This is an optimization exercise on Yosys and OpenROAD, whose aim is small area, not a production implementation. Only simulation tests tie the RTL to the original design; equivalence was not proved. No activity file was given, so power comes from the tool's default toggle rates.

===== design/flow/run.sh =====
#!/bin/bash
# synth_recipe.tcl (not shown) runs the flow's synth.tcl, then flattens the netlist and writes it again
# the make line also repeats each setting of config.mk as NAME=value (left out here)
make -C /OpenROAD-flow-scripts/flow DESIGN_CONFIG=/design/flow/config.mk WORK_HOME=/design/flow/orfs CLKGATE_MAP_FILE= SYNTH_SCRIPT=/design/flow/synth_recipe.tcl finish

===== design/flow/config.mk =====
export PLATFORM = sky130hd
export DESIGN_NAME = gecko_reg_scoreboard
export DESIGN_NICKNAME = gecko_reg_scoreboard
export VERILOG_FILES = /design/flow/design.v
export SDC_FILE = /design/flow/constraint.sdc
export NUM_CORES = 4
export LEC_CHECK = 0
export CAP_MARGIN = 20
export CORE_MARGIN = 2
export CORE_UTILIZATION = 40
export SLEW_MARGIN = 20

===== design/flow/constraint.sdc =====
create_clock -name core_clock -period 5.5 [get_ports {clk}]
set_input_delay 1.1000 -clock core_clock [delete_from_list [all_inputs] [get_ports {clk}]]
set_output_delay 1.1000 -clock core_clock [all_outputs]
set_load 0.01 [all_outputs]

===== design/flow/design.v =====
package gecko_reg_scoreboard_pkg;
  localparam int unsigned STATUS_W = 2;
  typedef logic [STATUS_W-1:0] gecko_reg_status_t;
  localparam gecko_reg_status_t GECKO_REG_STATUS_VALID = '0;
  localparam gecko_reg_status_t GECKO_REG_STATUS_FULL  = '1;
  typedef gecko_reg_status_t gecko_reg_file_status_t [32];
endpackage
module gecko_reg_status_counter (
  input  logic              clk,
  input  logic              rst,
  input  logic              inc,
  input  logic              dec,
  output gecko_reg_scoreboard_pkg::gecko_reg_status_t count,
  output logic              underflow
);
  gecko_reg_scoreboard_pkg::gecko_reg_status_t count_q;
  gecko_reg_scoreboard_pkg::gecko_reg_status_t count_d;
  always_comb begin
    count_d   = count_q;
    underflow = 1'b0;
    case ({inc, dec})
      2'b10: begin
        if (count_q != gecko_reg_scoreboard_pkg::GECKO_REG_STATUS_FULL) count_d = count_q + 1'b1;
      end
      2'b01: begin
        if (count_q == gecko_reg_scoreboard_pkg::GECKO_REG_STATUS_VALID) underflow = 1'b1;
        else count_d = count_q - 1'b1;
      end
      default: count_d = count_q;
    endcase
  end
  always_ff @(posedge clk) begin
    if (!rst) count_q <= gecko_reg_scoreboard_pkg::GECKO_REG_STATUS_VALID;
    else      count_q <= count_d;
  end
  assign count = count_q;
endmodule
module gecko_reg_scoreboard #(
  parameter logic [31:0] REG_RESET_VALUE = 32'h0000_0000,
  parameter bit          ERROR_STICKY    = 1'b1
) (
  input  logic                    clk,
  input  logic                    rst,
  input  logic                    issue_valid,
  output logic                    issue_ready,
  input  logic [4:0]              issue_reg_addr,
  input  logic                    wb_valid,
  input  logic [4:0]              wb_reg_addr,
  input  logic [31:0]             wb_value,
  input  logic [4:0]              rs1_addr,
  input  logic [4:0]              rs2_addr,
  output logic [31:0]             rs1_value,
  output logic [31:0]             rs2_value,
  output logic [32*gecko_reg_scoreboard_pkg::STATUS_W-1:0]  reg_status,
  output logic                    underflow_error
);
  gecko_reg_scoreboard_pkg::gecko_reg_file_status_t counts;
  logic [31:0]            uf_vec;
  logic [31:0]            regs [1:31];
  logic                   issue_fire;
  logic                   wb_same;
  assign wb_same     = wb_valid && (wb_reg_addr == issue_reg_addr);
  assign issue_ready = (issue_reg_addr == 5'd0) ||
                       (counts[issue_reg_addr] != gecko_reg_scoreboard_pkg::GECKO_REG_STATUS_FULL) || wb_same;
  assign issue_fire  = issue_valid && issue_ready;
  assign counts[0] = gecko_reg_scoreboard_pkg::GECKO_REG_STATUS_VALID;
  assign uf_vec[0] = 1'b0;
  for (genvar i = 1; i < 32; i++) begin : g_cnt
    gecko_reg_status_counter u_cnt (
      .clk       (clk),
      .rst       (rst),
      .inc       (issue_fire && (issue_reg_addr == 5'(i))),
      .dec       (wb_valid && (wb_reg_addr == 5'(i))),
      .count     (counts[i]),
      .underflow (uf_vec[i])
    );
  end
  always_ff @(posedge clk) begin
    if (!rst) begin
      underflow_error <= 1'b0;
    end else if (ERROR_STICKY) begin
      underflow_error <= underflow_error || (uf_vec != '0);
    end else begin
      underflow_error <= (uf_vec != '0);
    end
  end
  always_ff @(posedge clk) begin
    if (!rst) begin
      for (int unsigned i = 1; i < 32; i++) regs[i] <= REG_RESET_VALUE;
    end else if (wb_valid && (wb_reg_addr != 5'd0)) begin
      regs[wb_reg_addr] <= wb_value;
    end
  end
  function automatic logic [31:0] read_port(input logic [4:0] addr);
    logic [31:0] v;
    v = '0;
    if (addr != 5'd0) begin
      v = regs[addr];
    end
    read_port = v;
  endfunction
  assign rs1_value = read_port(rs1_addr);
  assign rs2_value = read_port(rs2_addr);
  always_comb begin
    reg_status = '0;
    for (int unsigned i = 0; i < 32; i++) begin
      reg_status[i*gecko_reg_scoreboard_pkg::STATUS_W +: gecko_reg_scoreboard_pkg::STATUS_W] = counts[i];
    end
  end
endmodule

==> results of run 1 <==
synthesized netlist by cell type, types with 6 or more instances:
| library cell | number | area share |
|---|---|---|
| sky130_fd_sc_hd__a211oi_1 | 8 | 0.0010 |
| sky130_fd_sc_hd__nand3_1 | 42 | 0.0035 |
| sky130_fd_sc_hd__nor2_1 | 255 | 0.016 |
| sky130_fd_sc_hd__dfxtp_1 | 63 | 0.021 |
| sky130_fd_sc_hd__buf_1 | 20 | 0.0012 |
| sky130_fd_sc_hd__nand2_1 | 30 | 0.0019 |
| sky130_fd_sc_hd__ha_1 | 62 | 0.013 |
| sky130_fd_sc_hd__o21ai_0 | 143 | 0.012 |
| sky130_fd_sc_hd__nand2b_1 | 35 | 0.0036 |
| sky130_fd_sc_hd__nand4_1 | 9 | 0.00093 |
| sky130_fd_sc_hd__buf_2 | 64 | 0.0053 |
| sky130_fd_sc_hd__and2_1 | 1024 | 0.11 |
| sky130_fd_sc_hd__nor2b_1 | 6 | 0.00062 |
| sky130_fd_sc_hd__buf_6 | 8 | 0.0015 |
| sky130_fd_sc_hd__a22oi_1 | 17 | 0.0021 |
| sky130_fd_sc_hd__nand3b_1 | 7 | 0.00087 |
| sky130_fd_sc_hd__a21oi_1 | 69 | 0.0057 |
| sky130_fd_sc_hd__edfxtp_1 | 1024 | 0.51 |
| sky130_fd_sc_hd__a21boi_0 | 22 | 0.0027 |
| sky130_fd_sc_hd__o211ai_1 | 7 | 0.00087 |
| sky130_fd_sc_hd__buf_4 | 7 | 0.00087 |
| sky130_fd_sc_hd__inv_1 | 64 | 0.0040 |
| sky130_fd_sc_hd__o21ai_1 | 8 | 0.00066 |
| sky130_fd_sc_hd__nor3_1 | 69 | 0.0057 |
| sky130_fd_sc_hd__mux2i_1 | 74 | 0.012 |
| sky130_fd_sc_hd__mux4_2 | 640 | 0.24 |
| sky130_fd_sc_hd__clkbuf_1 | 308 | 0.019 |
where the power goes:
part           leakage (nW)  switching [mW]  total [mW]  internal [mW]
Clock                  1.81            3.45        7.92           4.48
Combinational          11.2            1.40        2.66           1.27
Sequential             10.3           0.221        9.70           9.48
worst register-to-register path: stages, from the launching register on:
cell                       delay (ns)
sky130_fd_sc_hd__dfxtp_1         0.43
sky130_fd_sc_hd__mux2_4          0.32
sky130_fd_sc_hd__a32o_1          0.22
sky130_fd_sc_hd__a32oi_1         0.13
sky130_fd_sc_hd__and4bb_1        0.28
sky130_fd_sc_hd__a31o_2          0.66
sky130_fd_sc_hd__o211ai_1        0.20
sky130_fd_sc_hd__ha_1            0.28
sky130_fd_sc_hd__a22oi_1         0.31
sky130_fd_sc_hd__nand2_1         0.13
sky130_fd_sc_hd__or3_1           0.43
sky130_fd_sc_hd__o31a_1          0.30
per-stage QoR:
| stage | setup slack, ns | instances | power [mW] | util | cell area, sq um |
|---|---|---|---|---|---|
| 2_1_floorplan | 0.6732 | 4175 | 11.39 | - | 60390 |
| 3_3_place_gp | 0.08077 | 6145 | 12.49 | 0.4388 | 65710 |
| 3_5_place_dp | 0.1077 | 6145 | 12.53 | 0.4388 | 65710 |
| 4_1_cts | 0.4373 | 6359 | 20.38 | 0.4637 | 69450 |
| 5_1_grt | 0.2658 | 6361 | 20.83 | 0.4637 | 69450 |
| 6_report | 0.4064 | 6373 | 20.29 | 0.4639 | 69480 |
per-layer routing:
metal,vias to the layer above,routed length [um],track usage
met1,20410,78370,0.3559
met3,419,19410,0.04942
met5,-,0,0
met4,0,8306,0.1125
met2,2109,99930,0.4350
li1,15970,-,-
registers in the layout, summed over array words and instances, names as in the netlist:
name / count
regs: 1024
underflow_error: 1
g_cnt.u_cnt.count_q: 62
logic make-up (layout without fill, tap and decap cells):
| family | count (synthesis) | after routing |
|---|---|---|
| adder cells (fa/ha/maj) | 62 | 62 |
| AO/OA/AOI/OAI | 298 | 298 |
| other | 1 | 48 |
| buffers and inverters | 471 | 639 |
| multiplexers | 718 | 718 |
| XOR/XNOR | 4 | 4 |
| AND/OR/NAND/NOR | 1501 | 1501 |
| flip-flops | 1087 | 1087 |
path summary, 6_finish.rpt:
path                            depth (start not counted)                                      end
worst min register to register                          2  g_cnt[21].u_cnt.count_q[1]$_SDFFE_PN0P_
worst max-delay path                                    8                              issue_ready
worst max register to register                         11               underflow_error$_SDFF_PN0_
worst min-delay path                                    2  g_cnt[21].u_cnt.count_q[1]$_SDFFE_PN0P_
area by class of cell:
type	instances	area (sq um)
sequential	1087	32010
fill	12940	80300
antenna	14	35.03
timing repair buffer	361	3919
inverter	64	240.2
multi-input combinational	2617	27010
clock buffer	142	3043
clock inverter	72	696.9
tap	2016	2522
==> run summary, run 1 <==
The flow ran to the end and the layout has no timing, DRC or antenna violations. In this run the tightest slew margin relative to its limit is 0.2069. The critical-path cell with the highest stage delay is sky130_fd_sc_hd__clkdlybuf4s50_1. Setup repair after global routing left no endpoint under its margin. STA classifies the critical path startpoint as a primary input. The delay of the slowest critical-path stage came out at 0.96 ns. The die width came out at 392.1 um.

The mux contribution to synthesized area is 0.2524. The largest driver fanout on the critical path is 15. The Yosys step of the flow raised 4 warnings. Tracing the worst setup path back leads to its startpoint at issue_reg_addr[0]. The detail-routed net length per standard cell came out at between 30 and 40 um. The overall routed net length came out at 206.0 mm.

Derived from the worst setup path, the maximum achievable clock frequency is 196.3 MHz. The setup slack of the most critical reg-to-reg path came out at 1.70 ns. The total buffers and inverters traversed by the critical path is 2.

The die area came out at 153800 sq um. The final number of hold-violating endpoints came to 0. The number of buffers added to fix hold violations after cts came out at 0. The total CTS buffers came out at 117. In the finished design, the share of the clock period the worst path needs comes to 0.9261. The count of final setup violators is 0. The ratio of cells with drive above 1 in the final layout came out at 0.2452. The synthesized design contains 1024 enable-type register cells. The total negative setup slack is 0 ns. The number of iterations in the first detailed-routing pass came out at 6. The number of antenna violations at the first check in global routing came out at 20. Max-cap violations in this run came to 0. Leaving out fill and tap cells, the most frequent cells in the layout are sky130_fd_sc_hd__and2_1 (1024), sky130_fd_sc_hd__edfxtp_1 (1024), sky130_fd_sc_hd__mux4_2 (640). The share of the synthesized area in compound gates (AO/OA/AOI/OAI) came out at 0.02853. The worst hold slack after final layout came out at 0.6041 ns. Entering global routing, the biggest net connects 65 pins. For the worst setup path, the data required time is about 4.4 ns. After synthesis the cells add up to 60260 sq um. The count of port buffers added during placement is 183. The dominant cell type by count on the critical path is sky130_fd_sc_hd__clkdlybuf4s50_1. The final net count came out at 4366. Clock tree synthesis selected as its root buffer the cell sky130_fd_sc_hd__clkbuf_16. The number of top-level pins is 186.

For this configuration, the core starts out at a cell density of 0.4023. The post-synthesis cell count came out at slightly above 4k. The starting DRC count in detailed routing is ~5.3k. The number of distinct standard cells referenced by the synthesized netlist is 60. The number of setup buffers added after CTS is 0.

The startpoint identified for the worst register-to-register timing path is g_cnt[4].u_cnt.count_q[1]$_SDFFE_PN0P_. The clock transition at the register clock pins on the worst setup and hold paths after CTS is 0.06 ns. The most used flip-flop cell after synthesis is sky130_fd_sc_hd__edfxtp_1.

The count of clock tree sinks is between 1k and 1.5k. The register bit count reported by yosys came out at 1087. The detailed router placed a little under 40k vias in this run. The global-route wire length before repair is 290.4 mm. The kind of cell with the highest combined delay along the critical path is buffers and inverters. After floorplanning, the core was divided into 142 placement rows. The fraction of the mapped netlist area in simple logic gates came out at 0.1423. The via density per instance is 6.104.

The core region is 149800 sq um. In this run the worst hold path is classified as flip-flop to flip-flop. The number of global-route vias before repair is 39.16k. STA classifies the critical path endpoint as an output port. The post-DP HPWL is 119.9 mm. The post-detailed-route count of antenna-violating nets came out at 0. The clock reaches the later pin of the worst-skew pair after 0.75 ns. The longest clock path from root to sink contains 3 buffers. The adder-cell area share of the yosys netlist came out at 0.01287.

The slew of the pin with the lowest slew margin came out at 1.187 ns. Summed over all layers, the global routing overflow is 0. The worst voltage drop across the vdd grid is 0.2968 mV.

Of the synthesized area, sequential elements account for 0.5312. By area, the combinational part of the netlist is dominated by multiplexers. The post-synthesis share of cell area spent on xor and xnor gates came out at 0.0005814. A synthesized cell averages about 15 sq um. The power per standard cell area came out at 292.0 nW/um^2. The height of the chip came out at 392.1 um. The global placement routability congestion is 0.9277. The signed area change from the synthesized netlist to the final layout came out at 15.30%. Once the clock tree was built, the resizer swapped 0 gates to a different size. The aggregate global-route resource usage is 0.2684. The cell leakage power is roughly 23 nW. The final critical delay including setup and external delays came out at ~5 ns.

The startpoint identified for the worst hold timing path is g_cnt[21].u_cnt.count_q[0]$_SDFFE_PN0P_. The number of max-slew violations in the final report is 0. The critical path data arrival time is 3.99 ns.

Between clock sinks in the finished design, the worst skew comes to 0.01497 ns. The CTS tree is built. The number of levels in the clock H-tree came out at 3.

The DRC violation count after routing is 0. Traced cell by cell, the critical path runs through clkdlybuf4s50_1 -> or2b_1 -> nor4b_1 -> nor4_1 -> nand4_1 -> or3_1 -> nand2_1 -> clkdlybuf4s50_1. The fraction of registers with async set/reset came out at 0. The critical path is of the primary input to output port type.
==> run 2, diff against run 1 <==
--- a/design/flow/design.v
+++ b/design/flow/design.v
@@ -19,9 +19,7 @@
     count_d   = count_q;
     underflow = 1'b0;
     case ({inc, dec})
-      2'b10: begin
-        if (count_q != gecko_reg_scoreboard_pkg::GECKO_REG_STATUS_FULL) count_d = count_q + 1'b1;
-      end
+      2'b10: count_d = count_q + 1'b1;
       2'b01: begin
         if (count_q == gecko_reg_scoreboard_pkg::GECKO_REG_STATUS_VALID) underflow = 1'b1;
         else count_d = count_q - 1'b1;
@@ -54,23 +52,30 @@
   output logic [32*gecko_reg_scoreboard_pkg::STATUS_W-1:0]  reg_status,
   output logic                    underflow_error
 );
-  gecko_reg_scoreboard_pkg::gecko_reg_file_status_t counts;
-  logic [31:0]            uf_vec;
-  logic [31:0]            regs [1:31];
-  logic                   issue_fire;
-  logic                   wb_same;
+  localparam int unsigned SW = gecko_reg_scoreboard_pkg::STATUS_W;
+  logic [SW-1:0] counts [1:31];
+  logic [31:1]   uf_vec;
+  logic [31:1]   vld;
+  logic [31:0]   regs [1:31];
+  logic [31:1]   wb_dec, is_dec, rs1_dec, rs2_dec, full;
+  logic          issue_fire;
+  logic          wb_same;
+  for (genvar i = 1; i < 32; i++) begin : g_dec
+    assign wb_dec[i]  = wb_valid && (wb_reg_addr == 5'(i));
+    assign is_dec[i]  = (issue_reg_addr == 5'(i));
+    assign rs1_dec[i] = (rs1_addr == 5'(i)) && vld[i];
+    assign rs2_dec[i] = (rs2_addr == 5'(i)) && vld[i];
+    assign full[i]    = (counts[i] == gecko_reg_scoreboard_pkg::GECKO_REG_STATUS_FULL);
+  end
   assign wb_same     = wb_valid && (wb_reg_addr == issue_reg_addr);
-  assign issue_ready = (issue_reg_addr == 5'd0) ||
-                       (counts[issue_reg_addr] != gecko_reg_scoreboard_pkg::GECKO_REG_STATUS_FULL) || wb_same;
+  assign issue_ready = ((is_dec & full) == '0) || wb_same;
   assign issue_fire  = issue_valid && issue_ready;
-  assign counts[0] = gecko_reg_scoreboard_pkg::GECKO_REG_STATUS_VALID;
-  assign uf_vec[0] = 1'b0;
   for (genvar i = 1; i < 32; i++) begin : g_cnt
     gecko_reg_status_counter u_cnt (
       .clk       (clk),
       .rst       (rst),
-      .inc       (issue_fire && (issue_reg_addr == 5'(i))),
-      .dec       (wb_valid && (wb_reg_addr == 5'(i))),
+      .inc       (issue_fire && is_dec[i]),
+      .dec       (wb_dec[i]),
       .count     (counts[i]),
       .underflow (uf_vec[i])
     );
@@ -85,26 +90,30 @@
     end
   end
   always_ff @(posedge clk) begin
-    if (!rst) begin
-      for (int unsigned i = 1; i < 32; i++) regs[i] <= REG_RESET_VALUE;
-    end else if (wb_valid && (wb_reg_addr != 5'd0)) begin
-      regs[wb_reg_addr] <= wb_value;
+    if (!rst) vld <= '0;
+    else      vld <= vld | wb_dec;
+  end
+  for (genvar i = 1; i < 32; i++) begin : g_reg
+    always_ff @(posedge clk) begin
+      if (wb_dec[i]) regs[i] <= wb_value;
     end
   end
-  function automatic logic [31:0] read_port(input logic [4:0] addr);
-    logic [31:0] v;
-    v = '0;
-    if (addr != 5'd0) begin
-      v = regs[addr];
+  always_comb begin
+    rs1_value = '0;
+    rs2_value = '0;
+    for (int unsigned i = 1; i < 32; i++) begin
+      rs1_value = rs1_value | ({32{rs1_dec[i]}} & regs[i]);
+      rs2_value = rs2_value | ({32{rs2_dec[i]}} & regs[i]);
     end
-    read_port = v;
-  endfunction
-  assign rs1_value = read_port(rs1_addr);
-  assign rs2_value = read_port(rs2_addr);
+    if (REG_RESET_VALUE != '0) begin
+      if (rs1_addr != 5'd0 && (rs1_dec == '0)) rs1_value = REG_RESET_VALUE;
+      if (rs2_addr != 5'd0 && (rs2_dec == '0)) rs2_value = REG_RESET_VALUE;
+    end
+  end
   always_comb begin
     reg_status = '0;
-    for (int unsigned i = 0; i < 32; i++) begin
-      reg_status[i*gecko_reg_scoreboard_pkg::STATUS_W +: gecko_reg_scoreboard_pkg::STATUS_W] = counts[i];
+    for (int unsigned i = 1; i < 32; i++) begin
+      reg_status[i*SW +: SW] = counts[i];
     end
   end
 endmodule
==> run summary, run 2 <==
The power per standard cell area is 314.6 nW/um^2 (+7.8%). The checks that failed: setup timing. The cell count after placement was 4932 (-20%). The number of global-route vias before repair came out at 36.51k (-6.8%). Setup repair after global routing left no endpoint under its margin.

The global placement routability congestion came to 1.008 (+8.6%). The proportion of power drawn by flip-flops and latches is 0.524 (+0.046). The startpoint of the most critical register-to-register path is g_cnt[6].u_cnt.count_q[1]$_SDFFE_PN0P_. The internal power came out at 13.74 mW (-9.8%). The total CTS buffers was 114 (-2.6%). The critical path data arrival time is 4.42 ns (+0.43 ns). sky130_fd_sc_hd__edfxtp_1 takes more of the synthesized area than any other cell. The height of the chip came out at 342.9 um (-13%).

The register bit count reported by yosys came out at 1086 (-0.092%). The count of warnings emitted by yosys is 5 (+1). The count of final setup violators is 1 (+1).

The post-DP HPWL was 130.4 mm (+8.8%). The final critical delay including setup and external delays came out at 5.519 ns (+0.4249 ns). The net switching fraction of the power is 0.2157 (-0.03391).

The number of max-capacitance violations reported was 0 (unchanged). STA classifies the critical path endpoint as an output port. The slew of the pin with the lowest slew margin came out at 1.271 ns (+0.08433 ns). The type of element launching the critical path is a primary input. The share of power burned in combinational logic is 0.023 (-0.108). The global-route wire length before repair came out at 299.6 mm (+3.2%).

The flow ran to the end, but the layout failed its checks. The largest driver fanout on the critical path came to 10 (-5). The die width came out at 342.9 um (-13%). The largest registers in the layout are regs: 992 flops, g_cnt.u_cnt.count_q: 62 flops, vld: 31 flops. The net switching power of the design is 3.778 mW (-25%).

The total cell area at the placement stage is 51740 sq um (-21%). The via density per instance is 7.620 (+25%). The latest clock arrival within the worst-skew pair came out at 0.75 ns (about the same). The total buffers and inverters traversed by the critical path came out at 3 (+1). The number of antenna violations at the first check in global routing is 11 (-45%). The fraction of registers with async set/reset is 0 (unchanged). The area of the placeable core was 114200 sq um (-24%). The number of cell rows was 124 (-13%). By startpoint and endpoint, the worst setup path is classified as primary input to output port. The delay of the slowest critical-path stage is 0.68 ns (-0.28 ns). The total number of vias came out at 39.25k (+0.91%).

The post-detailed-route count of antenna-violating nets is 0 (unchanged). The startpoint of the most critical hold path is vld[2]$_SDFF_PN0_. The worst voltage drop across the vdd grid is 0.2735 mV (-7.9%). The final number of hold-violating endpoints is 0 (unchanged).

The ratio of cells with drive above 1 in the final layout came out at 0.1518 (-0.09343). The cell family contributing the most delay on the critical path is simple AND/OR/NAND/NOR gates. The CTS tree is built. The number of max-slew violations in the final report is 0 (unchanged).

The sequential share of the synthesized area is 0.6893 (+0.1581). The number of distinct standard cells referenced by the synthesized netlist came out at 64 (+6.7%). The achievable clock frequency is 181.2 MHz (-7.7%).

The total power after layout is 17.52 mW (-14%). The dominant cell type by count on the critical path is sky130_fd_sc_hd__clkdlybuf4s50_1. The number of levels in the clock H-tree came out at 3 (unchanged). In this run the clock root is driven by a sky130_fd_sc_hd__clkbuf_16.

The clock transition at the register clock pins on the worst setup and hold paths after CTS came out at 0.06 ns (about the same). The detail-routed net length per standard cell came out at 43.32 um (+34%). The relative slew slack was 0.1525 (-0.05434). The fill cell total of the finished layout was 9854 (-24%).

The share of the cycle needed by the critical path after routing came out at 1.003 (+0.07726). The count of non-filler cells in the finished layout came to 5151 (-19%). The starting utilization of the core area came to 0.4023 (about the same). The endpoint of the worst-slack reg-to-reg timing path is g_cnt[5].u_cnt.count_q[0]$_SDFFE_PN0P_. The number of top-level pins is 186 (unchanged). The signed area change from the synthesized netlist to the final layout came out at 21.17%.

In the post-synthesis netlist, the biggest area contributors are sky130_fd_sc_hd__edfxtp_1 (65%), sky130_fd_sc_hd__a22oi_1 (9.6%), sky130_fd_sc_hd__dfxtp_1 (4.1%), sky130_fd_sc_hd__a221oi_1 (3.0%), sky130_fd_sc_hd__a22o_1 (3.0%). The buffer levels on the longest clock path came out at 3 (unchanged). The total non-filler cell area in the finished layout came out at 55670 sq um (-20%). The clock network power share is 0.453 (+0.062). The largest net degree at the start of global routing came to 95 (+46%). In the layout the commonest cells are sky130_fd_sc_hd__edfxtp_1 (992), sky130_fd_sc_hd__a22oi_1 (590), sky130_fd_sc_hd__nand3_1 (237).

The die area came out at 117600 sq um (-24%). The count of flip-flops with a built-in enable after synthesis is 992 (-3.1%). The worst path setup slack after routing is -0.01855 ns (-0.4249 ns). sky130_fd_sc_hd__edfxtp_1 is the most common cell in the netlist. The fraction of post-synthesis cell area in the top cell type by area is 0.6484 (+0.1381). Walking the worst path, the cells encountered are clkdlybuf4s50_1 -> nor3_1 -> and3_2 -> buf_4 -> a22oi_1 -> nand3_1 -> or4_1 -> clkdlybuf4s50_1. The residual overflow from global routing is 0 (unchanged).

The worst endpoint required time came to 4.40 ns (about the same). The setup slack of the most critical reg-to-reg path came out at 2.00 ns (+0.30 ns). The number of cells on the worst hold path is 1 (-1). The post-synthesis instance area came out at 45940 sq um (-24%). The starting DRC count in detailed routing came out at 9829 (+87%). The aggregate global-route resource usage came to 0.3689 (+0.1004). The final net count came out at 3594 (-18%). The register name with the most flops is regs. The slowest stage of the critical path belongs to the cell sky130_fd_sc_hd__nor3_1. The setup clock skew after layout is 0.01803 ns (+0.003061 ns). The post-synthesis cell count came out at 3249 (-22%). The most used flip-flop cell after synthesis is sky130_fd_sc_hd__edfxtp_1. The length in cells of the worst reg-to-reg path is 11 (unchanged). The buffer count from post-CTS setup fixing is 0 (unchanged). The worst hold path terminates at vld[2]$_SDFF_PN0_. Counting instances in the post-synthesis netlist gives the leading cell types as sky130_fd_sc_hd__edfxtp_1 (992), sky130_fd_sc_hd__a22oi_1 (590), sky130_fd_sc_hd__nand3_1 (237).

The count of port buffers added during placement came out at 183 (unchanged). The overall routed net length is 223.1 mm (+8.3%). The number of flip-flops under the largest register name came out at 992 (-3.1%).

The tightest min-delay check is of the flip-flop to flip-flop type. The post-route core utilization is 0.4875 (+0.02361). The count of clock tree sinks came to 1086 (-0.092%). The DRC violation count after routing is 0 (unchanged). The number of iterations in the first detailed-routing pass is 11 (+5). The average size of a mapped cell came out at 14.14 sq um (-2.8%).

The cell leakage power is 18.44 nW (-21%). The library cell used most frequently in the layout, excluding fill and tap cells, is sky130_fd_sc_hd__edfxtp_1.
run 2: changes by cell type after synthesis, moves of 82 or more:
cell	before	now
sky130_fd_sc_hd__and2_1	1024	9
sky130_fd_sc_hd__mux4_2	640	0
sky130_fd_sc_hd__a22oi_1	17	590
sky130_fd_sc_hd__nand3_1	42	237
sky130_fd_sc_hd__nor2_1	255	74
sky130_fd_sc_hd__a22o_1	0	155
sky130_fd_sc_hd__a221oi_1	1	155
sky130_fd_sc_hd__and3_1	3	85
run 2: how the worst max path moves through the flow:
stage          slack, ns  depth (start not counted)            end   startpoint
3_3_place_gp       0.007                          8  rs2_value[11]  rs2_addr[4]
5_1_grt            0.001                         10  rs2_value[28]  rs2_addr[1]
4_1_cts            0.001                         10   rs2_value[4]  rs2_addr[0]
6_report           -0.02                          8  rs2_value[30]  rs2_addr[1]
2_1_floorplan       1.39                          9   rs2_value[4]  rs2_addr[4]
3_5_place_dp       -0.01                          8  rs2_value[30]  rs2_addr[4]
run 2: cells by family (layout without fill, tap and decap cells):
group / count (synthesis) / in the layout / synth area share
and+or+nand+nor: 674 / 674 / 0.08110
other: 1 / 11 / 0.00008162
buffers and inverters: 293 / 673 / 0.02484
DFF: 1086 / 1086 / 0.6893
AOI/OAI and AO/OA: 1189 / 1189 / 0.2035
xor gates and xnor gates: 6 / 6 / 0.001144
run 2: cell type report:
class                      count  area (sq um)  share of cell area
sequential                  1086         31670              0.5689
multi-input combinational   1871         13530              0.2431
timing repair buffer         455          4726             0.08489
clock buffer                 138          2984             0.05361
tap                         1512          1892             0.03398
clock inverter                70         803.3             0.01443
inverter                      10         37.54           0.0006743
antenna                        9         22.52           0.0004046
run 2: per-layer routing:
metal / share of wire / wire (um) / track usage / up-vias
met5: 0.00025 / 56 / 0.001202 / -
met4: 0.088 / 19600 / 0.2367 / 6
met3: 0.17 / 37160 / 0.1354 / 1344
met2: 0.41 / 92060 / 0.5323 / 4564
met1: 0.33 / 74270 / 0.4679 / 18950
li1: - / - / - / 14390
run 2: power groups by stage:
stage / Combinational [mW] / Sequential, mW / Clock (mW)
final: 0.403 / 9.17 / 7.94
after CTS: 0.385 / 9.17 / 7.93
after floorplan: 0.117 / 9.32 / 0
after detailed placement: 0.385 / 9.34 / 0
after global routing: 0.417 / 9.18 / 8.24
after global placement: 0.381 / 9.34 / 0
run 2: what timing repair did:
item	4_1_cts	5_1_grt
endpoints found under the hold margin	0	0
resized for setup	2	24
cloned	0	0
pin swaps	0	0
setup endpoints to repair	2	51
hold buffers	0	0
run 2: stage by stage:
step	hold slack, ns	setup WS, ns	TNS [ns]
global route	0.4853	0.0009681	0
global placement	0.4584	0.007198	0
floorplan	0.4462	1.388	0
CTS	0.4728	0.001186	0
finish	0.4781	-0.01855	-0.01855
detailed placement	0.4583	-0.01466	-0.01839
run 2: worst reg2reg max path, stage by stage, from the launching register on:
cell                        delay, ns
sky130_fd_sc_hd__dfxtp_1         0.52
sky130_fd_sc_hd__nand4b_1        0.14
sky130_fd_sc_hd__a2111oi_0       0.58
sky130_fd_sc_hd__buf_4           0.21
sky130_fd_sc_hd__a221o_1         0.09
sky130_fd_sc_hd__o41a_1          0.17
sky130_fd_sc_hd__clkinv_1        0.35
sky130_fd_sc_hd__buf_4           0.33
sky130_fd_sc_hd__nand2_1         0.38
sky130_fd_sc_hd__nor3_1          0.16
sky130_fd_sc_hd__a211o_1         0.29
sky130_fd_sc_hd__and3_1          0.17
==> run 3, diff against run 2 <==
==> design/flow/design.v (replaced) <==
package gecko_reg_scoreboard_pkg;
  localparam int unsigned STATUS_W = 2;
  typedef logic [STATUS_W-1:0] gecko_reg_status_t;
  localparam gecko_reg_status_t GECKO_REG_STATUS_VALID = '0;
  localparam gecko_reg_status_t GECKO_REG_STATUS_FULL  = '1;
  typedef gecko_reg_status_t gecko_reg_file_status_t [32];
endpackage
module gecko_rd_aoi222 (
  input  logic a1, a2, b1, b2, c1, c2,
  output logic y
);
  assign y = ~((a1 & a2) | (b1 & b2) | (c1 & c2));
endmodule
module gecko_rd_nand2 (
  input  logic a, b,
  output logic y
);
  assign y = ~(a & b);
endmodule
module gecko_rd_nand11 (
  input  logic [10:0] y,
  output logic        o
);
  assign o = ~(&y);
endmodule
module gecko_rd_bit (
  input  logic [31:1] sel,
  input  logic [31:1] d,
  output logic        o
);
  logic [10:0] y;
  for (genvar g = 0; g < 10; g++) begin : g_grp
    gecko_rd_aoi222 u_aoi (
      .a1(sel[3*g+1]), .a2(d[3*g+1]),
      .b1(sel[3*g+2]), .b2(d[3*g+2]),
      .c1(sel[3*g+3]), .c2(d[3*g+3]),
      .y (y[g])
    );
  end
  gecko_rd_nand2 u_last (.a(sel[31]), .b(d[31]), .y(y[10]));
  gecko_rd_nand11 u_or (.y(y), .o(o));
endmodule
module gecko_reg_scoreboard #(
  parameter logic [31:0] REG_RESET_VALUE = 32'h0000_0000,
  parameter bit          ERROR_STICKY    = 1'b1
) (
  input  logic                    clk,
  input  logic                    rst,
  input  logic                    issue_valid,
  output logic                    issue_ready,
  input  logic [4:0]              issue_reg_addr,
  input  logic                    wb_valid,
  input  logic [4:0]              wb_reg_addr,
  input  logic [31:0]             wb_value,
  input  logic [4:0]              rs1_addr,
  input  logic [4:0]              rs2_addr,
  output logic [31:0]             rs1_value,
  output logic [31:0]             rs2_value,
  output logic [32*gecko_reg_scoreboard_pkg::STATUS_W-1:0]  reg_status,
  output logic                    underflow_error
);
  localparam int unsigned SW = gecko_reg_scoreboard_pkg::STATUS_W;
  logic [31:1]   cnt0, cnt1;         
  logic [31:1]   cnt0_d, cnt1_d;
  logic [31:1]   inc, dec, up, down;
  logic          uf_any;
  logic [31:0]   regs [1:31];
  logic [31:0]   wdata;
  logic [31:1]   wb_dec, wen, is_dec, rs1_dec, rs2_dec;
  logic          issue_fire;
  logic          wb_same;
  for (genvar i = 1; i < 32; i++) begin : g_dec
    assign wb_dec[i]  = wb_valid && (wb_reg_addr == 5'(i));
    assign wen[i]     = wb_dec[i] || !rst;
    assign is_dec[i]  = (issue_reg_addr == 5'(i));
    assign rs1_dec[i] = (rs1_addr == 5'(i));
    assign rs2_dec[i] = (rs2_addr == 5'(i));
  end
  assign wb_same     = wb_valid && (wb_reg_addr == issue_reg_addr);
  assign issue_ready = ((is_dec & cnt1 & cnt0) == '0) || wb_same;
  assign issue_fire  = issue_valid && issue_ready;
  assign inc  = {31{issue_fire}} & is_dec;
  assign dec  = wb_dec;
  assign up   = inc & ~dec;
  assign down = dec & ~inc & (cnt1 | cnt0);
  assign cnt0_d = {31{rst}} & (cnt0 ^ (up | down));
  assign cnt1_d = {31{rst}} & (cnt1 ^ ((up & cnt0) | (down & ~cnt0)));
  assign uf_any = ((dec & ~inc & ~cnt1 & ~cnt0) != '0);
  always_ff @(posedge clk) begin
    cnt0 <= cnt0_d;
    cnt1 <= cnt1_d;
  end
  always_ff @(posedge clk) begin
    if (!rst) begin
      underflow_error <= 1'b0;
    end else if (ERROR_STICKY) begin
      underflow_error <= underflow_error || uf_any;
    end else begin
      underflow_error <= uf_any;
    end
  end
  assign wdata = rst ? wb_value : REG_RESET_VALUE;
  for (genvar i = 1; i < 32; i++) begin : g_reg
    always_ff @(posedge clk) begin
      if (wen[i]) regs[i] <= wdata;
    end
  end
  logic [31:1] col [32];
  for (genvar b = 0; b < 32; b++) begin : g_col
    for (genvar i = 1; i < 32; i++) begin : g_row
      assign col[b][i] = regs[i][b];
    end
    gecko_rd_bit u_rd1 (.sel(rs1_dec), .d(col[b]), .o(rs1_value[b]));
    gecko_rd_bit u_rd2 (.sel(rs2_dec), .d(col[b]), .o(rs2_value[b]));
  end
  always_comb begin
    reg_status = '0;
    for (int unsigned i = 1; i < 32; i++) begin
      reg_status[i*SW +: SW] = {cnt1[i], cnt0[i]};
    end
  end
endmodule
--- a/design/flow/config.mk
+++ b/design/flow/config.mk
@@ -9,3 +9,4 @@
 export CORE_MARGIN = 2
 export CORE_UTILIZATION = 40
 export SLEW_MARGIN = 20
+export SYNTH_HIERARCHICAL = 1
==> run summary, run 3 <==
The run finished, with violations left. The checks that failed were setup timing. The largest driver fanout on the critical path came to 14 (+4). The overall routed net length came out at 178.5 mm (-20%).

The largest registers in the layout are regs: 992 flops, cnt0: 31 flops, cnt1: 31 flops. The number of flip-flops under the largest register name came to 992 (unchanged). TritonCTS built the clock tree. The count of port buffers added during placement came out at 183 (unchanged).

The DRC violation count after routing came to 0 (unchanged). The area of the placeable core is 107100 sq um (-6.3%). The height of the chip is 332.6 um (-3.0%). The proportion of power drawn by flip-flops and latches came to 0.522 (-0.002). The clock network power share came out at 0.389 (-0.064). The flip-flop and latch area is 31050 sq um (-2.0%).

The most common cell in the synthesized netlist is sky130_fd_sc_hd__edfxtp_1. The net switching power of the design is 4.627 mW (+22%). The fraction of post-synthesis cell area in the top cell type by area came out at 0.6898 (+0.04140).

The number of distinct standard cells referenced by the synthesized netlist is 69 (+7.8%). The latest clock arrival within the worst-skew pair came to 0.68 ns (-0.07 ns). The library cell used as clock root buffer is sky130_fd_sc_hd__clkbuf_16.

The post-route core utilization came out at 0.4950 (+0.007511). The total number of vias was 34.83k (-11%). The count of final setup violators came to 21 (+20).

STA classifies the critical path endpoint as an output port. Leaving out fill and tap cells, the most frequent cell in the layout is sky130_fd_sc_hd__edfxtp_1. Counting instances in the post-synthesis netlist gives the leading cell types as sky130_fd_sc_hd__edfxtp_1 (992), sky130_fd_sc_hd__a222oi_1 (640), sky130_fd_sc_hd__nand2_1 (168). In the synthesized netlist the dominant register cell turns out to be sky130_fd_sc_hd__edfxtp_1. The cell leakage power came out at 17.40 nW (-5.6%). The die area came out at 110600 sq um (-5.9%). The final net count came to 3262 (-9.2%).

The relative slew slack is 0.07800 (-0.07454). The net switching fraction of the power is 0.2448 (+0.02908). After synthesis, the cell types taking the most area are sky130_fd_sc_hd__edfxtp_1 (69%), sky130_fd_sc_hd__a222oi_1 (15%), sky130_fd_sc_hd__dfxtp_1 (2.9%), sky130_fd_sc_hd__nand4_1 (1.9%), sky130_fd_sc_hd__nand2_1 (1.5%).

The register bit count reported by yosys is 1055 (-2.9%). The number of antenna violations at the first check in global routing was 4 (-7). The post-detailed-route count of antenna-violating nets came out at 0 (unchanged).

The fraction of registers with async set/reset is 0 (unchanged). The buffer levels on the longest clock path is 3 (unchanged). The final critical delay including setup and external delays came to 5.583 ns (+0.06473 ns). The number of levels in the clock H-tree came out at 3 (unchanged). The count of warnings emitted by yosys came out at 11 (+6).

The number of global-route vias before repair is 33.44k (-8.4%). The total CTS buffers is 109 (-4.4%). The signed area change from the synthesized netlist to the final layout came out at 22.71%. The ratio of cells with drive above 1 in the final layout came to 0.1583 (+0.006520). The post-DP HPWL is 101.7 mm (-22%). The starting utilization of the core area is 0.4034 (+0.001063). In the layout the commonest cells are sky130_fd_sc_hd__edfxtp_1 (992), sky130_fd_sc_hd__a222oi_1 (640), sky130_fd_sc_hd__clkdlybuf4s50_1 (174). The average size of a mapped cell was 15.80 sq um (+12%). The number of iterations in the first detailed-routing pass is 13 (+2). The post-synthesis cell count was 2734 (-16%). The largest net degree at the start of global routing came to 51 (-46%). The total negative setup slack is -0.6789 ns (-0.6603 ns).

The worst min-delay path class is flip-flop to flip-flop. The worst hold slack after final layout came out at 0.5512 ns (+0.07307 ns). The clock transition at the register clock pins on the worst setup and hold paths after CTS is 0.06 ns (about the same). The critical path data arrival time came out at 4.48 ns (+0.06 ns). The final number of hold-violating endpoints is 0 (unchanged). The worst endpoint required time is 4.40 ns (about the same). The setup clock skew after layout was 0.01366 ns (-0.004377 ns).

The detail-routed net length per standard cell is 38.02 um (-12%). The count of clock tree sinks was 1055 (-2.9%). The die width is 332.6 um (-3.0%). The via density per instance is 7.417 (-2.7%). The worst setup path is of the primary input to output port kind. The count of flip-flops with a built-in enable after synthesis came out at 992 (unchanged). The number of top-level pins came out at 186 (unchanged). The register name with the most flops is regs. The share of power burned in combinational logic is 0.090 (+0.067). The count of non-filler cells in the finished layout is 4696 (-8.8%). The internal power came out at 14.28 mW (+3.9%).

The number of cell rows came out at 120 (-3.2%). The residual overflow from global routing came out at 0 (unchanged). The worst voltage drop across the vdd grid came out at 0.2709 mV (-0.96%). The post-synthesis instance area was 43190 sq um (-6.0%).

The slew of the pin with the lowest slew margin is 1.382 ns (+0.1103 ns). The starting DRC count in detailed routing was 9060 (-7.8%). The number of max-slew violations in the final report is 0 (unchanged).

The aggregate global-route resource usage is 0.3058 (-0.06307). The worst path setup slack after routing is -0.08328 ns (-0.06473 ns). The cell count after placement is 4456 (-9.7%).

Setup repair after global routing could not meet its margin everywhere. The biggest area contributor in the post-synthesis netlist is sky130_fd_sc_hd__edfxtp_1. The power per standard cell area is 356.7 nW/um^2 (+13%). The share of the cycle needed by the critical path after routing is 1.015 (+0.01177).

The area of combinational cells with multiple inputs is 12630 sq um (-6.6%). The fill cell total of the finished layout came out at 8961 (-9.1%). The global placement routability congestion came out at 0.9470 (-6.0%).

The sequential share of the synthesized area came out at 0.7190 (+0.02965). The total power after layout is 18.90 mW (+7.9%). The type of element launching the critical path is a primary input.

The achievable clock frequency came out at 179.1 MHz (-1.2%). The global-route wire length before repair came out at 243.6 mm (-19%). The number of max-capacitance violations reported came to 0 (unchanged).
==> run 3: cell count changes in the layout (fill, tap and decap cells not counted), sizes merged, moves of 123 or more <==
cell,delta
a221oi,-151
a22oi,-589
a22o,-153
nand3,-153
a222oi,+576
nand2,+123
==> run 3: worst max-delay path: stages <==
cell and delay, ns:
sky130_fd_sc_hd__clkdlybuf4s50_1 0.67, sky130_fd_sc_hd__nand3b_1 0.14, sky130_fd_sc_hd__buf_4 0.22, sky130_fd_sc_hd__nor2_2 1.05
sky130_fd_sc_hd__a222oi_1 0.28, sky130_fd_sc_hd__nand4_1 0.27, sky130_fd_sc_hd__or3_1 0.19, sky130_fd_sc_hd__clkdlybuf4s50_1 0.55
==> run 3: Yosys stat by module (local to each module, per instance), excerpt <==
module                area, sq um  flip-flops and latches  cells inside
gecko_rd_nand2              3.754                       0             1
gecko_rd_aoi222             10.01                       0             1
gecko_rd_nand11             23.77                       0             4
gecko_reg_scoreboard        35020                    1055          1774
==> run 3: area by class of cell <==
type	instances	share of cell area
Antenna cell	2	0.00009444
Clock buffer	134	0.05324
Clock inverter	62	0.01325
Inverter	7	0.0004958
Multi-Input combinational cell	1642	0.2384
Sequential cell	1055	0.5859
Tap cell	1403	0.03313
Timing Repair Buffer	391	0.07546
==> run 3: layer usage <==
| metal | vias to the layer above | wire length [um] | GRT usage |
|---|---|---|---|
| met3 | 572 | 28370 | 0.08081 |
| met2 | 3527 | 77030 | 0.4584 |
| met1 | 17030 | 61270 | 0.4022 |
| met5 | - | 0 | 0 |
| met4 | 0 | 11870 | 0.1756 |
| li1 | 13700 | - | - |
==> run 3: worst paths after layout <==
| kind | startpoint | to | slack [ns] | cells past startpoint |
|---|---|---|---|---|
| setup / recovery | rs2_addr[4] | rs2_value[18] | -0.08 | 8 |
| hold / removal | cnt1[14]$_DFF_P_ | cnt1[14]$_DFF_P_ | 0.55 | 2 |
| setup reg to reg | cnt1[5]$_DFF_P_ | underflow_error$_SDFF_PN0_ | 1.94 | 10 |
| hold reg to reg | cnt1[14]$_DFF_P_ | cnt1[14]$_DFF_P_ | 0.55 | 2 |
==> run 3: power groups by stage <==
stage | logic, mW | registers [mW] | clock network, mW
global route | 1.72 | 9.92 | 7.72
floorplan | 0.643 | 9.90 | 0
finish | 1.69 | 9.86 | 7.35
CTS | 1.60 | 9.85 | 7.41
detailed placement | 1.57 | 10.0 | 0
global placement | 1.56 | 9.95 | 0
==> run 3: metrics by stage <==
| step | cell area (sq um) | setup slack, ns |
|---|---|---|
| finish | 52990 | -0.08328 |
| global route | 52990 | -0.03178 |
| global placement | 48760 | -0.04989 |
| floorplan | 43190 | 0.6647 |
| detailed placement | 48780 | -0.09745 |
| CTS | 52500 | 0.01396 |
==> run 3: logic make-up (layout without fill, tap and decap cells) <==
kind of cell	count (synthesis)	in the layout	share of synthesized area
compound gates	845	845	0.1793
flops	1055	1055	0.7190
other cells	1	4	0.00008684
xor+xnor	15	15	0.003042
buf+inv	61	594	0.006722
simple gates	757	780	0.09190
==> run 3: repair_timing <==
item,4_1_cts,5_1_grt
pin swaps,12,14
cloned,15,8
hold buffers,0,0
setup endpoints to repair,40,58
gates resized for setup,21,27
setup buffers,1,11
==> run 4, diff against run 3 <==
==> design/flow/flow/run.sh (new file) <==
#!/bin/bash
set -o pipefail
cp standard.sh standard_sh_copy.log
export BUFFER_PORTS_ARGS="-buffer_cell sky130_fd_sc_hd__buf_1"
export CTS_ARGS="-sink_clustering_enable -repair_clock_nets -dont_use_dummy_load"
export RECOVER_POWER=100
bash standard.sh > standard_flow.log 2>&1
==> design/flow/standard.sh (new file) <==
#!/bin/bash
# synth_recipe.tcl (not shown) runs the flow's synth.tcl, then flattens the netlist and writes it again
# the make line also repeats each setting of config.mk as NAME=value (left out here)
make -C /OpenROAD-flow-scripts/flow DESIGN_CONFIG=/design/flow/config.mk WORK_HOME=/design/flow/orfs CLKGATE_MAP_FILE= SYNTH_SCRIPT=/design/flow/synth_recipe.tcl "${@:-finish}"
==> design/flow/config.mk (replaced) <==
export PLATFORM = sky130hd
export DESIGN_NAME = gecko_reg_scoreboard
export DESIGN_NICKNAME = gecko_reg_scoreboard
export VERILOG_FILES = /design/flow/design.v
export SDC_FILE = /design/flow/constraint.sdc
export NUM_CORES = 4
export LEC_CHECK = 0
export CAP_MARGIN = 0
export CORE_MARGIN = 2
export CORE_UTILIZATION = 65
export PLACE_DENSITY = 0.75
export SLEW_MARGIN = 0
export SYNTH_HIERARCHICAL = 1
removed: design/flow/run.sh
==> run summary, run 4 <==
The flow ran to the end, but the layout failed its checks. The run did not pass the layout checks because of capacitance limit, slew limit. The flip-flop and latch area came to 31050 sq um (unchanged). The power per standard cell area came out at 356.5 nW/um^2 (about the same). The achievable clock frequency is 186.8 MHz (+4.3%).

The total cell area at the placement stage came out at 45690 sq um (-6.3%). The clock transition at the register clock pins on the worst setup and hold paths after CTS is 0.05 ns (about the same). The worst endpoint required time is 4.40 ns (about the same).

The fraction of post-synthesis cell area in the top cell type by area came out at 0.6898 (unchanged). The number of cells on the worst hold path is 2 (unchanged). The total buffers and inverters traversed by the critical path is 3 (unchanged).

The area of combinational cells with multiple inputs is 12160 sq um (-3.8%). The post-cts resize count was 0 (-100%). The detail-routed net length per standard cell came out at 39.83 um (+4.8%).

The area of the placeable core came out at 65750 sq um (-39%). The total number of vias is 34.18k (-1.9%). The total non-filler cell area in the finished layout came out at 48090 sq um (-9.3%).

The signed area change from the synthesized netlist to the final layout is 11.35%. The final number of hold-violating endpoints is 0 (unchanged). The number of flip-flops under the largest register name came to 992 (unchanged). The total negative setup slack came out at 0 ns (+0.6789 ns). The largest net degree at the start of global routing is 78 (+53%). The critical path is of the primary input to output port type. In the final layout, the registers with the most flip-flops are regs: 992 flops, cnt0: 31 flops, cnt1: 31 flops. The number of iterations in the first detailed-routing pass is 14 (+1). The buffer levels on the longest clock path is 3 (unchanged). The root buffer cell chosen for the clock tree is sky130_fd_sc_hd__clkbuf_16.

Among all flip-flop cells after synthesis, the most frequent one is sky130_fd_sc_hd__edfxtp_1. The count of clock tree sinks came to 1055 (unchanged). The most common cell in the synthesized netlist is sky130_fd_sc_hd__edfxtp_1. The signal on the critical path passes through clkbuf_1 -> nand2_1 -> nor2_2 -> buf_4 -> a222oi_1 -> nand4_1 -> or3_1 -> buf_1. The ratio of cells with drive above 1 in the final layout came to 0.07890 (-0.07942). The critical path data arrival time is 4.25 ns (-0.23 ns). The family with the most delay on the worst path is simple AND/OR/NAND/NOR gates.

The die area is 68520 sq um (-38%). The buffer count from post-CTS setup fixing is 0 (-1). In this run the most critical hold path is launched from cnt1[26]$_DFF_P_. The height of the chip came to 261.8 um (-21%).

The largest driver fanout on the critical path is 18 (+4). TritonCTS built the clock tree. After global routing, the most crowded layer is met2. The met2 global-route usage came to 0.6641 (+0.2057). The cell leakage power came out at 15.46 nW (-11%). The setup slack of the most critical reg-to-reg path was 1.78 ns (-0.16 ns). The number of max-slew violations in the final report is 2110 (+2110). The pre-CTS worst setup slack is 0.5132 ns (+0.6106 ns). The residual overflow from global routing was 0 (unchanged). The final critical delay including setup and external delays is 5.355 ns (-0.2286 ns).

The delay of the slowest critical-path stage came out at 1.07 ns (+0.02 ns). The path with the worst hold slack has its endpoint at cnt1[26]$_DFF_P_. The path class of the tightest hold or removal check is flip-flop to flip-flop.

The setup clock skew after layout came out at 0.04401 ns (+0.03035 ns). The DRC violation count after routing is 0 (unchanged). The global-route wire length before repair is 218.5 mm (-10%). The share of the cycle needed by the critical path after routing came to 0.9736 (-0.04157). The number of buffers added to fix hold violations after cts came out at 0 (unchanged). The register name with the most flops is regs.

The starting utilization of the core area is 0.6569 (+0.2535). The relative slew slack is -0.9777 (-1.056). The via density per instance is 8.747 (+18%). The die width came out at 261.8 um (-21%). The slew of the pin with the lowest slew margin is 2.967 ns (+1.585 ns). The most critical setup path has its startpoint at rs1_addr[0]. The count of flip-flops with a built-in enable after synthesis is 992 (unchanged).

The final net count is 3100 (-5.0%). The sequential share of the synthesized area was 0.7190 (unchanged). The post-synthesis instance area came out at 43190 sq um (unchanged).

The fill cell total of the finished layout came out at 4128 (-54%). The number of cell rows came out at 94 (-22%). The worst setup path is launched from a primary input.

The latest clock arrival within the worst-skew pair came out at 0.66 ns (-0.02 ns). The starting DRC count in detailed routing is 9342 (+3.1%). The number of top-level pins came to 186 (unchanged).

Setup repair after global routing left no endpoint under its margin. The register bit count reported by yosys is 1055 (unchanged). By area the synthesized netlist is led by sky130_fd_sc_hd__edfxtp_1 (69%), sky130_fd_sc_hd__a222oi_1 (15%), sky130_fd_sc_hd__dfxtp_1 (2.9%), sky130_fd_sc_hd__nand4_1 (1.9%), sky130_fd_sc_hd__nand2_1 (1.5%). The number of antenna violations at the first check in global routing came out at 4 (unchanged).

The aggregate global-route resource usage is 0.4467 (+0.1409). The total CTS buffers came out at 101 (-7.3%). The length in cells of the worst reg-to-reg path is 10 (unchanged).

The startpoint of the most critical register-to-register path is cnt1[16]$_DFF_P_. The critical path endpoint category is an output port. The number of distinct standard cells referenced by the synthesized netlist came out at 69 (unchanged). For this design, the slowest cell found on the critical path is sky130_fd_sc_hd__nor2_2. In this run the critical register-to-register path is captured at underflow_error$_SDFF_PN0_. The number of levels in the clock H-tree came to 3 (unchanged).

Summed over all instances, the cell type with the most area after synthesis is sky130_fd_sc_hd__edfxtp_1. The worst voltage drop across the vdd grid came to 0.2691 mV (-0.63%). The top cell types in the final layout, fill and taps aside, are sky130_fd_sc_hd__edfxtp_1 (992), sky130_fd_sc_hd__a222oi_1 (640), sky130_fd_sc_hd__buf_1 (178). The met1 track demand over resource in global routing came to 0.5825 (+0.1802). The post-DP HPWL is 90.64 mm (-11%).

The post-detailed-route count of antenna-violating nets is 0 (unchanged). The fraction of registers with async set/reset is 0 (unchanged). The overall routed net length came out at 155.6 mm (-13%).

The number of global-route vias before repair is 32.78k (-2.0%). The count of port buffers added during placement is 183 (unchanged). By count the netlist is led by sky130_fd_sc_hd__edfxtp_1 (992), sky130_fd_sc_hd__a222oi_1 (640), sky130_fd_sc_hd__nand2_1 (168). The worst path setup slack after routing is 0.1454 ns (+0.2286 ns). The number of max-capacitance violations reported is 65 (+65). The count of final setup violators came out at 0 (-100%).

The average size of a mapped cell is 15.80 sq um (unchanged). The met3 routing resource usage after global routing came out at 0.1388 (+0.05799). The most common library cell in the layout ignoring fill and taps is sky130_fd_sc_hd__edfxtp_1.

The post-synthesis cell count is 2734 (unchanged). The count of warnings emitted by yosys came out at 11 (unchanged). The global placement routability congestion came out at 0.9723 (+2.7%).
## run 4: cell counts after synthesis
Identical to the previous run, type by type.
## run 4: power breakdown
| group | internal, mW | switching [mW] | leakage, nW |
|---|---|---|---|
| Sequential | 9.56 | 0.350 | 10.1 |
| Clock | 3.20 | 2.71 | 1.24 |
| Combinational | 0.303 | 1.02 | 4.12 |
| Total | 13.1 | 4.08 | 15.5 |
## run 4: area by class of cell
| type | count | area share |
|---|---|---|
| clock buffer | 101 | 0.05256 |
| timing repair buffer | 260 | 0.02584 |
| multi-input combinational | 1619 | 0.2528 |
| sequential | 1055 | 0.6457 |
| inverter | 7 | 0.0005464 |
| antenna | 1 | 0.00005204 |
| tap | 864 | 0.02248 |
## run 4: modules after synthesis, one instance, submodules excluded, excerpt
module                area [sq um]  flip-flops and latches  copies in the design  cells
gecko_rd_nand11              23.77                       0                    64      4
gecko_rd_aoi222              10.01                       0                   640      1
gecko_reg_scoreboard         35020                    1055                     1   1774
gecko_rd_nand2               3.754                       0                    64      1
## run 4: worst min-delay path, delay by kind of cell (launching register included)
kind,cells,cell delay [ns]
compound gates,1,0.06
simple gates,1,0.09
flops,1,0.35
## run 4: how the worst max path moves through the flow
stage	to	slack, ns	cells past startpoint
2_1_floorplan	rs1_value[0]	0.66	6
3_3_place_gp	rs2_value[2]	0.56	9
3_5_place_dp	rs2_value[2]	0.51	9
4_1_cts	rs2_value[1]	0.50	8
5_1_grt	issue_ready	0.21	7
6_report	rs1_value[2]	0.15	8
## run 4: per-stage QoR
stage	instances	hold slack (ns)	power [mW]	utilization
CTS	3906	0.5324	17.00	0.7334
global placement	3805	0.5205	11.18	0.6950
detailed placement	3805	0.5214	11.27	0.6950
finish	3907	0.5455	17.14	0.7314
floorplan	2735	0.5201	10.54	-
global route	3906	0.5707	17.44	0.7314
## run 4: per-layer routing
layer,share of wire,vias up
li1,-,13240
met1,0.30,16240
met2,0.44,3948
met3,0.18,740
met4,0.075,4
met5,0.00030,-
## run 4: cells by family after synthesis
| kind of cell | after synthesis | synth area share |
|---|---|---|
| buffers and inverters | 61 | 0.006722 |
| xor gates and xnor gates | 15 | 0.003042 |
| other | 1 | 0.00008684 |
| and+or+nand+nor | 757 | 0.09190 |
| AOI/OAI and AO/OA | 845 | 0.1793 |
| DFF | 1055 | 0.7190 |
==> run 5, diff against run 4 <==
--- a/design/flow/config.mk
+++ b/design/flow/config.mk
@@ -7,7 +7,7 @@
 export LEC_CHECK = 0
 export CAP_MARGIN = 0
 export CORE_MARGIN = 2
-export CORE_UTILIZATION = 65
-export PLACE_DENSITY = 0.75
+export CORE_UTILIZATION = 50
+export CTS_BUF_LIST = sky130_fd_sc_hd__clkbuf_4 sky130_fd_sc_hd__clkbuf_8
 export SLEW_MARGIN = 0
 export SYNTH_HIERARCHICAL = 1
==> run summary, run 5 <==
The count of non-filler cells in the finished layout is 4261 (+9.1%). The area of the placeable core came out at 85410 sq um (+30%). The slew of the pin with the lowest slew margin came out at 2.859 ns (-0.1073 ns). The detail-routed net length per standard cell is 39.34 um (-1.2%). The number of antenna violations at the first check in global routing came out at 3 (-1). The buffer levels on the longest clock path came out at 3 (unchanged). The aggregate global-route resource usage is 0.3664 (-0.08032).

The post-synthesis cell count is 2734 (unchanged). The count of clock tree sinks came out at 1055 (unchanged). The net switching power of the design came to 4.174 mW (+2.3%). The number of top-level pins came to 186 (unchanged).

The most used flip-flop cell after synthesis is sky130_fd_sc_hd__edfxtp_1. Counting flops per register, the top entry is regs. The cell count after placement is 4147 (+9.0%).

The post-detailed-route count of antenna-violating nets is 0 (unchanged). The average size of a mapped cell is 15.80 sq um (unchanged). The worst endpoint required time is 4.40 ns (about the same). The most common library cell in the layout ignoring fill and taps is sky130_fd_sc_hd__edfxtp_1. The number of cell rows came out at 107 (+14%). The largest registers in the layout are regs: 992 flops, cnt0: 31 flops, cnt1: 31 flops. The run finished, with violations left. Yosys attributes the largest share of cell area to sky130_fd_sc_hd__edfxtp_1 (69%), sky130_fd_sc_hd__a222oi_1 (15%), sky130_fd_sc_hd__dfxtp_1 (2.9%), sky130_fd_sc_hd__nand4_1 (1.9%), sky130_fd_sc_hd__nand2_1 (1.5%).

Ranked by instance count, the synthesized netlist is headed by sky130_fd_sc_hd__edfxtp_1 (992), sky130_fd_sc_hd__a222oi_1 (640), sky130_fd_sc_hd__nand2_1 (168). The checks that failed: capacitance limit, slew limit. The setup clock skew after layout is 0.05230 ns (+0.008296 ns).

The share of the cycle needed by the critical path after routing came to 0.9637 (-0.009917). The worst path setup slack after routing is 0.1999 ns (+0.05455 ns). In this run the critical register-to-register path is captured at underflow_error$_SDFF_PN0_.

The post-synthesis instance area came out at 43190 sq um (unchanged). The DRC violation count after routing came out at 0 (unchanged). The number of iterations in the first detailed-routing pass is 11 (-3). The overall routed net length came out at 167.6 mm (+7.7%). The library cells used most frequently in the layout, excluding fill and tap cells, are sky130_fd_sc_hd__edfxtp_1 (992), sky130_fd_sc_hd__a222oi_1 (640), sky130_fd_sc_hd__buf_1 (170). The final net count came to 3171 (+2.3%). The number of buffers added to fix hold violations after cts is 0 (unchanged). STA classifies the critical path endpoint as an output port. The starting utilization of the core area came out at 0.5056 (-0.1513). The worst hold path begins at cnt1[25]$_DFF_P_. The relative slew slack came out at -0.9061 (+0.07156).

The length in cells of the worst reg-to-reg path is 10 (unchanged). The number of flip-flops under the largest register name is 992 (unchanged). The via density per instance is 7.815 (-11%). The worst voltage drop across the vdd grid was 0.2383 mV (-11%).

The worst hold slack after final layout was 0.5520 ns (+0.006451 ns). The total number of vias came out at 33.30k (-2.6%). The global-route wire length before repair came out at 232.8 mm (+6.5%). The count of flip-flops with a built-in enable after synthesis is 992 (unchanged). The starting DRC count in detailed routing is 7540 (-19%). The internal power came out at 13.33 mW (+2.1%). The cell taking the most area after synthesis is sky130_fd_sc_hd__edfxtp_1.

The flip-flop and latch area came out at 31050 sq um (unchanged). The type of element launching the critical path is a primary input. The area of combinational cells with multiple inputs was 12250 sq um (+0.75%).

The post-DP HPWL is 102.5 mm (+13%). The achievable clock frequency is 188.7 MHz (+1.0%). The critical path data arrival time is 4.20 ns (-0.05 ns). The post-route core utilization is 0.5750 (-0.1564).

The fill cell total of the finished layout came out at 6862 (+66%). The final number of hold-violating endpoints came out at 0 (unchanged). The register bit count reported by yosys is 1055 (unchanged). The critical path class is primary input to output port. The number of distinct standard cells referenced by the synthesized netlist is 69 (unchanged).

The largest driver fanout on the critical path came out at 22 (+4). The share of power burned in combinational logic is 0.080 (+0.003). The die area is 88740 sq um (+30%).

The largest net degree at the start of global routing is 48 (-38%). The number of cells on the worst hold path came out at 2 (unchanged). The ratio of cells with drive above 1 in the final layout came to 0.09798 (+0.01908).

The number of levels in the clock H-tree was 3 (unchanged). The number of max-capacitance violations reported is 11 (-83%). The signed area change from the synthesized netlist to the final layout came out at 13.72%. The path class of the tightest hold or removal check is flip-flop to flip-flop.

The cell leakage power is 15.80 nW (+2.2%). The setup slack of the most critical reg-to-reg path came out at 1.55 ns (-0.23 ns). The residual overflow from global routing is 0 (unchanged). The count of port buffers added during placement was 183 (unchanged). The final critical delay including setup and external delays is 5.300 ns (-0.05455 ns). The buffer count from post-CTS setup fixing came out at 0 (unchanged).

The clock transition at the register clock pins on the worst setup and hold paths after CTS came to 0.06 ns (about the same). The die width came out at 297.9 um (+14%). The net switching fraction of the power was 0.2384 (+0.0003284). The total power after layout came out at 17.51 mW (+2.1%). The path with the worst hold slack has its endpoint at cnt1[25]$_DFF_P_. The height of the chip is 297.9 um (+14%).

The post-cts resize count is 0 (unchanged). The clock network power share came out at 0.356 (+0.011). The total CTS buffers came out at 110 (+8.9%).

The total non-filler cell area in the finished layout is 49110 sq um (+2.1%). The library cell used as clock root buffer is sky130_fd_sc_hd__clkbuf_16. The fraction of post-synthesis cell area in the top cell type by area is 0.6898 (unchanged). The number of global-route vias before repair is 32.19k (-1.8%). The latest clock arrival within the worst-skew pair came to 0.68 ns (+0.02 ns). In this run the critical register-to-register path is launched from cnt0[3]$_DFF_P_. In the post-synthesis netlist, the cell with the most instances is sky130_fd_sc_hd__edfxtp_1. The fraction of registers with async set/reset is 0 (unchanged). The sequential share of the synthesized area was 0.7190 (unchanged).

The pre-CTS worst setup slack is 0.5068 ns (-0.006373 ns). The total cell area at the placement stage is 46570 sq um (+1.9%). Setup repair after global routing left no endpoint under its margin. The total negative setup slack is 0 ns (unchanged). The global placement routability congestion was 0.9885 (+1.7%). The proportion of power drawn by flip-flops and latches is 0.563 (-0.015).

The power per standard cell area came out at 356.5 nW/um^2 (about the same). The count of warnings emitted by yosys is 11 (unchanged). The number of max-slew violations in the final report came out at 337 (-84%). The count of final setup violators came out at 0 (unchanged). TritonCTS built the clock tree.
-- run 5: cell types whose count changed in the layout (fill, tap and decap cells not counted), sizes merged --
cell    delta
diode      +3
clkbuf    +52
buf       +19
-- run 5: worst max path at each step --
stage,endpoint,slack [ns],from,cells past startpoint
2_1_floorplan,rs1_value[0],0.66,rs1_addr[4],6
3_3_place_gp,rs2_value[3],0.51,rs2_addr[3],7
3_5_place_dp,rs2_value[19],0.51,rs2_addr[3],8
4_1_cts,rs2_value[19],0.50,rs2_addr[3],8
5_1_grt,regs[22][23]$_DFFE_PP_,0.19,rst,3
6_report,rs2_value[28],0.20,rs2_addr[0],9
-- run 5: critical path, cell delays in order --
cell,delay [ns]
sky130_fd_sc_hd__buf_1,0.12
sky130_fd_sc_hd__buf_4,0.26
sky130_fd_sc_hd__nand2_1,0.26
sky130_fd_sc_hd__nor2_4,0.83
sky130_fd_sc_hd__clkbuf_1,0.63
sky130_fd_sc_hd__a222oi_1,0.32
sky130_fd_sc_hd__nand4_1,0.22
sky130_fd_sc_hd__or3_1,0.24
sky130_fd_sc_hd__buf_1,0.18
-- run 5: Yosys stat by module, one instance, submodules excluded, a selection --
module	cells inside	times used	area, sq um
gecko_rd_aoi222	1	640	10.01
gecko_rd_nand11	4	64	23.77
gecko_rd_nand2	1	64	3.754
gecko_reg_scoreboard	1774	1	35020
-- run 5: routing by layer --
| metal | vias up | wire length, um | GRT usage | share of wire |
|---|---|---|---|---|
| met2 | 2875 | 75490 | 0.5660 | 0.45 |
| met1 | 16560 | 56850 | 0.4654 | 0.34 |
| met4 | 2 | 12280 | 0.2340 | 0.073 |
| li1 | 13420 | - | - | - |
| met5 | - | 12 | 0 | 0.000072 |
| met3 | 439 | 22980 | 0.08940 | 0.14 |
-- run 5: final cells by class --
class                      count  share of cell area
antenna                        4           0.0002038
clock buffer                 110             0.05605
inverter                       7           0.0005350
multi-input combinational   1619              0.2494
sequential                  1055              0.6322
tap                         1144             0.02915
timing repair buffer         322             0.03243
-- run 5: cells by family after synthesis --
| kind of cell | Yosys count | synth area share |
|---|---|---|
| AND/OR/NAND/NOR | 757 | 0.09190 |
| flip-flops | 1055 | 0.7190 |
| buffers and inverters | 61 | 0.006722 |
| other | 1 | 0.00008684 |
| XOR/XNOR | 15 | 0.003042 |
| AO/OA/AOI/OAI | 845 | 0.1793 |
-- run 5: power by group through the flow --
stage          logic, mW  registers (mW)  clock network [mW]
2_1_floorplan      0.643            9.90                   0
3_3_place_gp        1.37            9.95                   0
3_5_place_dp        1.38            10.0                   0
4_1_cts             1.38            9.84                6.28
5_1_grt             1.44            9.92                6.59
6_report            1.41            9.86                6.24

[what the ideal ports hide]
Ports are ideal in the flow. The routed layouts listed here were re-timed in OpenROAD. Step 1 assumes that a clkbuf_16 drives the clock port and a buf_2 every other input. Step 2 adds t to the input delays and takes it off the output delays; t is the mean of the earliest and latest rising clock arrival at the registers after step 1. Input paths then give back, and output paths get back, about the clock's delay inside the block. Three values: ideal ports, drivers, drivers and shift; two values: the first two.
run | t (ns) | setup WS [ns] | clock arrival spread, ns | slew at the worst register clock pin (ns)
run 1 | 0.822 | 0.406 / 0.378 / -0.007 | 0.035 / 0.035 | 0.07 / 0.07
run 2 | 0.800 | -0.019 / -0.045 / -0.045 | 0.045 / 0.045 | 0.07 / 0.07
run 3 | 0.764 | -0.083 / -0.111 / -0.111 | 0.051 / 0.051 | 0.07 / 0.07
run 4 | 0.710 | 0.145 / 0.117 / -0.174 | 0.072 / 0.072 | 0.07 / 0.07
run 5 | 0.732 | 0.200 / 0.176 / -0.330 | 0.061 / 0.061 | 0.06 / 0.06
For run 5, which loses most, drivers alone change the setup slack by -0.024 ns; drivers and shift together by -0.530 ns.
